Context: an optimization exercise on an open-source flow, tuned for small area, a short achievable clock period and few clock cycles per item. The choices shown serve that exercise and are no tape-out recipe.
Only simulation tests tie the RTL to the original design; equivalence was not proved.

## flow/design.v (module list and top-level ports; edited modules follow where they fit)
// module vector_magnitude_offset: 4343 lines
module vector_magnitude_offset #(
    parameter int SAMPLE_WIDTH = 16
) (
    input  wire logic        clk,
    input  wire logic        rst_n,
    input  wire logic        pair_valid,
    output logic             pair_ready,
    input  wire logic [15:0] pair_x_value,
    input  wire logic [15:0] pair_y_value,
    input  wire logic        pair_last_in,
    output logic             result_valid,
    input  wire logic        result_ready,
    output logic [15:0]      result_magnitude,
    output logic             result_last_out
);
  // ...
==> flow/run.sh <==
#!/bin/bash
# synth_recipe.tcl (not shown) runs the flow's synth.tcl, then flattens the netlist and writes it again
# the make line also repeats each setting of config.mk as NAME=value (left out here)
make -C /OpenROAD-flow-scripts/flow DESIGN_CONFIG=/design/flow/config.mk WORK_HOME=/design/flow/orfs CLKGATE_MAP_FILE= SYNTH_SCRIPT=/design/flow/synth_recipe.tcl finish
==> flow/config.mk <==
export PLATFORM = sky130hd
export DESIGN_NAME = vector_magnitude_offset
export DESIGN_NICKNAME = vector_magnitude_offset
export VERILOG_FILES = /design/flow/design.v
export SDC_FILE = /design/flow/constraint.sdc
export NUM_CORES = 4
export LEC_CHECK = 0
export ABC_CLOCK_PERIOD_IN_PS = 3500
export CAP_MARGIN = 20
export CORE_MARGIN = 2
export CORE_UTILIZATION = 40
export PLACE_DENSITY = 0.6
export SETUP_SLACK_MARGIN = 3.5
export SLEW_MARGIN = 20
==> flow/constraint.sdc <==
create_clock -name core_clock -period 7.0 [get_ports {clk}]
set_input_delay 1.4000 -clock core_clock [delete_from_list [all_inputs] [get_ports {clk}]]
set_output_delay 1.4000 -clock core_clock [all_outputs]
set_load 0.01 [all_outputs]
==> metrics.yaml, run 1 <==
outcome:
  status: "finished clean"
synth:
  syn_nets: 2970
  synth_seq_cells: 385
  synth_area_sq_mm: 0.02845
  ys_top_cells_by_area: "edfxtp_1 40%, fa_1 18%, ha_1 11%"
  syn_avg_cell_area_sq_um: 11.77
  synth_compound_area_share_pct: 8.658
sta:
  setup_violations: 0
  setup_ws_ns: 3.557
  hold_ws_ns: 0.4002
route:
  drtAntennaViolNets: 0
  wl_met2_um: 27200
  m1WireLength_um: 24530
  met3_length_um: 1662
worst_setup_path:
  crit_path_top_delay_cell: "dlygate4sd2_1"
  reg2reg_to: "p1_m17_1"
  worstPathRequired_ns: 5.60
  reg2regPathDepth: 8
  worst_setup_path_start_kind: "input port"
  cp-startpoint: "result_ready"
clock_network:
  clkSlewWorstSetupHoldPaths_ns: 0.06
  h-tree-depth: 2
global_route:
  grt_overflow_total: 0
  antenna_found_initial: 0
  met1_usage_pct: 19.20
placed_design:
  hpwl_um: 40850
  gp_congestion: 0.8204
floorplan:
  rows: 97
cells_and_area:
  seq_area_sq_mm: 0.01151
  layout-area-overhead-vs-synth_pct: 12.74
Testbench counts, summed over its fixed seeds: cycles 16,080, items 16,000.
==> run 2, diff against run 1 <==
--- a/flow/config.mk
+++ b/flow/config.mk
@@ -7,2 +7,3 @@
 export LEC_CHECK = 0
+export ABC_AREA = 1
 export ABC_CLOCK_PERIOD_IN_PS = 3500
==> run 2 against run 1 <==
Still clean. Via count rose by 10%. Count of clock-buffer cells in the layout fell by 9. Routed wire length rose by 1.9%. Flip-flop and latch count did not move. Synthesized cell count rose by 26%. Synthesized area rose by 4.3%. Hold slack improved by 0.013 ns. Clock skew fell by 0.0033 ns. Utilization fell by 0.67 points. First-iteration DRC count fell by 8.9%. Sequential share of layout area fell by 0.92 points. Critical endpoint unchanged. Largest cell class unchanged. Highest routed layer unchanged.
==> metrics.yaml, run 2 <==
outcome:
  status: "finished clean"  # unchanged
sta:
  fin_skew_ns: 0.01429  # was 0.01755 ns
  setup_violations: 0  # unchanged
  hold_viol: 0  # unchanged
  rsz0062_at_grt: "yes"  # was no
  slew_violations: 0  # unchanged
  finalSetupTns_ns: 0  # unchanged
  fin_crit_sh_pct: 49.46  # was 49.19%
  hold_ws_ns: 0.4128  # was 0.4002 ns
  min_period_ns: 3.462  # was 3.443 ns
  tightest_slew_ns: 1.041  # was 0.9468 ns
  slew_headroom_pct: 30.05  # was 36.88%
  max_freq_ghz: 0.2888  # was 0.2904 GHz
cells_and_area:
  largest_register_ff_count: 32  # unchanged
  drive_gt1_share_pct: 6.131  # was 8.008%
  final_cell_mix: "652 x nand2_1, 616 x inv_1, 375 x edfxtp_1"  # was 375 x edfxtp_1, 331 x inv_1, 256 x ha_1
  top_regs: "p2_n x32, p3_n x24, p4_n x20"  # unchanged
  multi_input_comb_area_sq_mm: 0.01558  # was 0.01561 sq mm
  nets: 3663  # was 3,074
  fillerInstances: 6903  # was 6,310
  seq_area_sq_mm: 0.01151  # unchanged
  layout-area-overhead-vs-synth_pct: 10.90  # was 12.74%
  regMostFlops: "p2_n"  # unchanged
  final_common_cell: "nand2_1"  # was edfxtp_1
worst_setup_path:
  cp.arrival_ns: 2.06  # was 2.04 ns
  slowest_delay_ns: 0.29  # about the same
  worstPathRequired_ns: 5.60  # about the same
  cp_num_buf_inv: 3  # was 2
  crit_family: "buffers and inverters"  # unchanged
  worst_setup_path_start_kind: "input port"  # unchanged
  critical_path.cell_chain: "dlygate4sd2_1 > inv_8 > nand2_8 > buf_6"  # was dlygate4sd2_1 > nand2b_4 > clkbuf_2
  cp_max_fo: 4  # was 2
  critPathCaptureType: "output pin"  # unchanged
  criticalPathCategory: "in -> out"  # unchanged
  crit_path_top_delay_cell: "dlygate4sd2_1"  # unchanged
clock_network:
  numCtsBuffers: 45  # was 47
  insertion_delay_ns: 0.58  # was 0.59 ns
  h-tree-depth: 2  # unchanged
  ctsLongestPathBuffers: 3  # unchanged
  cts.hold.buffers_added: 0  # unchanged
  cts_tree: "yes"  # unchanged
  clkSlewWorstSetupHoldPaths_ns: 0.05  # was 0.06 ns
  cts_root_buf: "clkbuf_16"  # unchanged
  clock_sinks: 385  # unchanged
synth:
  ys_types: 47  # was 80
  yosysTopAreaCell: "edfxtp_1"  # unchanged
  synth-main-ff-cell: "edfxtp_1"  # unchanged
  ys_top_cells_by_area: "edfxtp_1 38%, fa_1 17%, ha_1 11%"  # was edfxtp_1 40%, fa_1 18%, ha_1 11%
  syn_nets: 3590  # was 2,970
  syn_avg_cell_area_sq_um: 9.774  # was 11.77 sq um
  async_flop_share_pct: 2.597  # unchanged
  synthTopCellsByCount: "653 x nand2_1, 617 x inv_1, 375 x edfxtp_1"  # was 375 x edfxtp_1, 338 x inv_1, 258 x ha_1
  synth_edf_count: 375  # unchanged
  yosysTopAreaCellShare_pct: 37.93  # was 39.57%
  syn_inst: 3038  # was 2,418
  synth_seq_cells: 385  # unchanged
  ys_seq_area_share_pct: 38.77  # was 40.45%
  yosysWarnings: 1  # unchanged
  synth_area_sq_mm: 0.02969  # was 0.02845 sq mm
  synth.most_common_cell: "nand2_1"  # was edfxtp_1
route:
  dr_total_vias: 19230  # was 17,490
  routed_wl_um: 55870  # was 54,840 um
  wl_per_cell_um: 13.60  # was 15.67 um
  drt_iter0_markers: 853  # was 936
  first_pass_iters: 5  # unchanged
  drcViolationCount: 0  # unchanged
  viasPerCell: 4.682  # was 4.996
  drtAntennaViolNets: 0  # unchanged
floorplan:
  core_region_area_sq_mm: 0.07321  # was 0.07027 sq mm
  pin_count: 56  # unchanged
  die-width_um: 276.5  # was 270.7 um
  rows: 99  # was 97
  die_area_sq_mm: 0.07642  # was 0.07329 sq mm
  initial_core_util_pct: 40.56  # was 40.49%
  die_y_um: 276.5  # was 270.7 um
min_path:
  hold_class: "reg -> reg"  # unchanged
placed_design:
  hpwl_um: 42440  # was 40,850 um
  gp_congestion: 0.8284  # was 0.8204
  io_buffers: 55  # unchanged
flow_run:
  drv_cap: 0  # unchanged
global_route:
  grtUsageTotal_pct: 15.23  # was 15.08%
  antenna_found_initial: 1  # was 0
  grt_max_degree: 77  # was 166
  grt_pass1_vias: 20000  # was 18,350
  grt_pass1_wl_um: 96480  # was 91,660 um
  grt_overflow_total: 0  # unchanged
[run 2: cells by family (layout without fill, tap and decap cells)]
family	after synthesis	after routing	synth area share (%)
AND/OR/NAND/NOR	1056	1058	15.21
buffers and inverters	689	797	8.938
adder cells (fa/ha/maj)	515	515	28.20
flip-flops	385	385	38.77
AO/OA/AOI/OAI	283	283	5.642
XOR/XNOR	110	110	3.245
other	0	1	0
[run 2: worst paths after layout]
path	startpoint	endpoint	slack, ns	cells after the start
max	result_ready	pair_ready	3.54	4
min	p3_n[0]	p4_n[0]	0.41	0
max reg2reg	p0_a[2]	p1_m17_1	3.56	9
min reg2reg	p3_n[0]	p4_n[0]	0.41	0
max in group asynchronous	rst_n	v[1]	5.54	1
min in group asynchronous	rst_n	v[0]	1.13	1
[run 2: worst reg2reg max path, cell delays in order (launching register included)]
cell      delay [ns]
edfxtp_1        0.52
nand2_1         0.11
inv_1           0.05
fa_1            0.50
inv_1           0.05
fa_1            0.49
fa_1            0.53
inv_1           0.05
fa_1            0.41
fa_1            0.47
[run 2: routing by layer]
layer,part of all wire [%],track usage [%],vias up
met5,0,0,-
met4,2.1,4.288,0
met3,2.7,1.918,73
met2,51,28.00,206
met1,44,18.65,9102
li1,-,-,9851
[run 2: stage by stage]
stage	utilization (%)	cells	instance area, sq um	setup slack, ns
2_1_floorplan	-	3038	29740	3.134
3_3_place_gp	42.67	3999	31240	2.484
3_5_place_dp	42.67	3999	31240	2.500
4_1_cts	44.88	4103	32860	3.444
5_1_grt	44.98	4107	32930	3.488
6_report	44.98	4108	32930	3.538
[run 2: area by class of cell]
type	instances	area share, %
Multi-Input combinational cell	1966	47.31
Timing Repair Buffer	87	2.462
Clock inverter	31	0.8854
Antenna cell	1	0.007600
Tap cell	959	3.644
Inverter	626	7.159
Clock buffer	53	3.576
Sequential cell	385	34.96
[run 2: what timing repair did]
action | 4_1_cts | 5_1_grt
cloned | 2 | 0
setup endpoints to repair | 144 | 141
gates resized for setup | 5 | 6
endpoints found under the hold margin | 0 | 0
buffers inserted | 18 | 4
pin swaps | 1 | 1
==> run 3, diff against run 2 <==
--- a/flow/config.mk
+++ b/flow/config.mk
@@ -7,3 +7,2 @@
 export LEC_CHECK = 0
-export ABC_AREA = 1
 export ABC_CLOCK_PERIOD_IN_PS = 3500
@@ -12,2 +11,4 @@
 export CORE_UTILIZATION = 40
+export CTS_BUF_LIST = sky130_fd_sc_hd__clkbuf_4 sky130_fd_sc_hd__clkbuf_8
+export CTS_CLUSTER_SIZE = 25
 export PLACE_DENSITY = 0.6
==> run 3 against run 2 <==
Final cell count fell by 14%. Clock skew rose by 0.012 ns. Die area fell by 4.1%. Synthesized area fell by 4.2%. Via count fell by 7.7%. Global-route usage rose by 0.15 points. Utilization rose by 0.57 points.
==> metrics.yaml, run 3 <==
worst_setup_path:
  cp.arrival_ns: 3.83  # was 2.06 ns
  critPathCaptureType: "register"  # was output pin
  worstPathRequired_ns: 7.38  # was 5.60 ns
  criticalPathCategory: "reg -> reg"  # was in -> out
  worst_setup_path_start_kind: "register"  # was input port
  cp_max_fo: 5  # was 4
global_route:
  antenna_found_initial: 1  # unchanged
  grtUsageTotal_pct: 15.38  # was 15.23%
  met3_usage_pct: 2.751  # was 1.918%
  grt_overflow_total: 0  # unchanged
  grt_max_degree: 166  # was 77
  grt_pass1_vias: 18590  # was 20,000
  grt.busiest_layer: "met2"  # unchanged
  met1_usage_pct: 19.39  # was 18.65%
  gr-usage-met2_pct: 26.90  # was 28.00%
  grt_pass1_wl_um: 92720  # was 96,480 um
floorplan:
  die-width_um: 270.7  # was 276.5 um
  pin_count: 56  # unchanged
  rows: 97  # was 99
  core_region_area_sq_mm: 0.07027  # was 0.07321 sq mm
  initial_core_util_pct: 40.49  # was 40.56%
  die_y_um: 270.7  # was 276.5 um
  die_area_sq_mm: 0.07329  # was 0.07642 sq mm
clock_network:
  cts_tree: "yes"  # unchanged
  ctsLongestPathBuffers: 3  # unchanged
  cts_root_buf: "clkbuf_8"  # was clkbuf_16
  insertion_delay_ns: 0.65  # was 0.58 ns
  clkSlewWorstSetupHoldPaths_ns: 0.06  # was 0.05 ns
  numCtsBuffers: 72  # was 45
  h-tree-depth: 3  # was 2
  clock_sinks: 385  # unchanged
cells_and_area:
  layout-area-overhead-vs-synth_pct: 12.48  # was 10.90%
  top_regs: "p2_n x32, p3_n x24, p4_n x20"  # unchanged
  drive_gt1_share_pct: 9.619  # was 6.131%
  multi_input_comb_area_sq_mm: 0.01561  # was 0.01558 sq mm
  final_common_cell: "edfxtp_1"  # was nand2_1
  largest_register_ff_count: 32  # unchanged
  regMostFlops: "p2_n"  # unchanged
  diodes: 0  # was 1
  fillerInstances: 6342  # was 6,903
  nets: 3099  # was 3,663
  final_cell_mix: "375 x edfxtp_1, 331 x inv_1, 256 x ha_1"  # was 652 x nand2_1, 616 x inv_1, 375 x edfxtp_1
  seq_area_sq_mm: 0.01151  # unchanged
synth:
  syn_nets: 2970  # was 3,590
  yosysWarnings: 1  # unchanged
  synth-simple-area-share_pct: 10.24  # was 15.21%
  synth_seq_cells: 385  # unchanged
  yosysTopAreaCellShare_pct: 39.57  # was 37.93%
  ys_top_cells_by_area: "edfxtp_1 40%, fa_1 18%, ha_1 11%"  # was edfxtp_1 38%, fa_1 17%, ha_1 11%
  synth_top_family_by_area: "adder cells"  # unchanged
  ys_types: 80  # was 47
  synth_xor_area_share_pct: 4.155  # was 3.245%
  syn_avg_cell_area_sq_um: 11.77  # was 9.774 sq um
  async_flop_share_pct: 2.597  # unchanged
  syn_inst: 2418  # was 3,038
  synth_area_sq_mm: 0.02845  # was 0.02969 sq mm
  muxShareOfSynthArea_pct: 1.754  # was 0%
  synthAdderAreaFrac_pct: 29.43  # was 28.20%
  synth.most_common_cell: "edfxtp_1"  # was nand2_1
  synthTopCellsByCount: "375 x edfxtp_1, 338 x inv_1, 258 x ha_1"  # was 653 x nand2_1, 617 x inv_1, 375 x edfxtp_1
  synth-main-ff-cell: "edfxtp_1"  # unchanged
  yosysTopAreaCell: "edfxtp_1"  # unchanged
  ys_seq_area_share_pct: 40.45  # was 38.77%
  synth_edf_count: 375  # unchanged
  synth_compound_area_share_pct: 8.658  # was 5.642%
route:
  dr_total_vias: 17750  # was 19,230
  drt_iter0_markers: 1066  # was 853
  drcViolationCount: 0  # unchanged
  viasPerCell: 5.014  # was 4.682
  wl_per_cell_um: 15.70  # was 13.60 um
  routed_wl_um: 55570  # was 55,870 um
  first_pass_iters: 5  # unchanged
  drtAntennaViolNets: 0  # unchanged
min_path:
  hold_class: "reg -> reg"  # unchanged
sta:
  setup_violations: 0  # unchanged
  slew_violations: 0  # unchanged
  slew_headroom_pct: 37.07  # was 30.05%
  fin_crit_sh_pct: 49.26  # was 49.46%
  finalSetupTns_ns: 0  # unchanged
  min_period_ns: 3.448  # was 3.462 ns
  hold_viol: 0  # unchanged
  tightest_slew_ns: 0.9439  # was 1.041 ns
  fin_skew_ns: 0.02594  # was 0.01429 ns
  max_freq_ghz: 0.2900  # was 0.2888 GHz
  rsz0062_at_grt: "yes"  # unchanged
placed_design:
  gp_congestion: 0.8204  # was 0.8284
  hpwl_um: 40850  # was 42,440 um
  io_buffers: 55  # unchanged
outcome:
  status: "finished clean"  # unchanged
flow_run:
  drv_cap: 0  # unchanged
[run 3: cell types whose count changed after synthesis, moves of 22 or more]
cell and delta:
nand2_1 -464, xnor2_1 +55, o21a_1 +26, nand2_2 -26, inv_1 -279, and2_1 +112, xor2_1 -30, nor2_1 -46
nor3_1 +22, a21oi_1 -61, nor2b_1 +33, nand2b_1 +34, mux2i_1 +33, nand3_1 -134
[run 3: what timing repair did]
item | CTS | global route
cloned | 1 | 1
pin swaps | 2 | 20
setup buffers | 24 | 15
setup endpoints to repair | 25 | 53
gates resized for setup | 11 | 41
hold buffers | 0 | 0
[run 3: final timing paths]
path                               from        to  slack (ns)  cells past startpoint
worst min-delay path            p6_n[5]   p7_n[5]        0.40                      0
worst max register to register  p0_a[2]  p1_m17_1        3.55                      8
min in group asynchronous         rst_n      v[0]        1.09                      1
worst min register to register  p6_n[5]   p7_n[5]        0.40                      0
max in group asynchronous         rst_n      v[1]        5.61                      1
worst max-delay path            p0_a[2]  p1_m17_1        3.55                      8
[run 3: kinds of logic after synthesis]
group | count (synthesis)
mux | 48
buf+inv | 396
xor+xnor | 135
fa+ha+maj | 515
simple gates | 583
compound gates | 356
flops | 385
[run 3: critical path, stage by stage, from the launching register on]
cell and delay, ns:
edfxtp_1 0.49, and2_4 0.21, fa_1 0.50, inv_1 0.05, fa_1 0.52, fa_2 0.59, inv_1 0.06, fa_2 0.34
fa_1 0.44
[run 3: layout make-up]
| cell class | instances | area share [%] |
|---|---|---|
| Multi-Input combinational cell | 1639 | 48.78 |
| Sequential cell | 385 | 35.96 |
| Inverter | 345 | 4.054 |
| Clock buffer | 97 | 3.722 |
| Timing Repair Buffer | 104 | 2.912 |
| Clock inverter | 29 | 0.8952 |
| Tap cell | 940 | 3.675 |
[run 3: layer usage]
metal  vias up  wire, um
met5         -         0
met4         0      1388
met3       109      2024
met2       312     27560
met1      8758     24590
li1       8567         -
[run 3: per-stage QoR]
step                setup slack [ns]  instances  hold WS [ns]  util (%)  cell area (sq um)
global placement               2.721       3372        0.4006     42.79              30070
global route                   3.401       3539        0.4140     45.55              32010
CTS                            3.409       3523        0.4014     45.20              31770
floorplan                      3.075       2418        0.4003         -              28480
detailed placement             2.709       3372        0.4045     42.79              30070
finish                         3.552       3539        0.3961     45.55              32010

-- static timing again, ports no longer ideal --
The results above use ideal ports. As a check the final layouts listed here were re-extracted and re-timed, cells and wires unchanged. Step 1: set_driving_cell puts a clkbuf_16 on clk and a buf_2 on each other input, an assumption about the parent block. Step 2 moves the port delays by t, midway between the first and last clock arrival at a register: inputs arrive t later, outputs are due t later. That takes back most of the time a late clock gives input paths. Three values: ideal, step 1, step 2; two values: the first two.
run | shift t [ns] | setup WS [ns] | clock arrival spread, ns
run 1 | 0.641 | 3.557 / 3.528 / 3.321 | 0.018 / 0.018
run 2 | 0.641 | 3.538 / 3.520 / 3.240 | 0.015 / 0.016
run 3 | 0.683 | 3.552 / 3.552 / 3.307 | 0.029 / 0.029
After both steps every run listed still meets setup and hold. For run 2, which loses most, drivers alone change the setup slack by -0.018 ns; drivers and shift together by -0.298 ns.
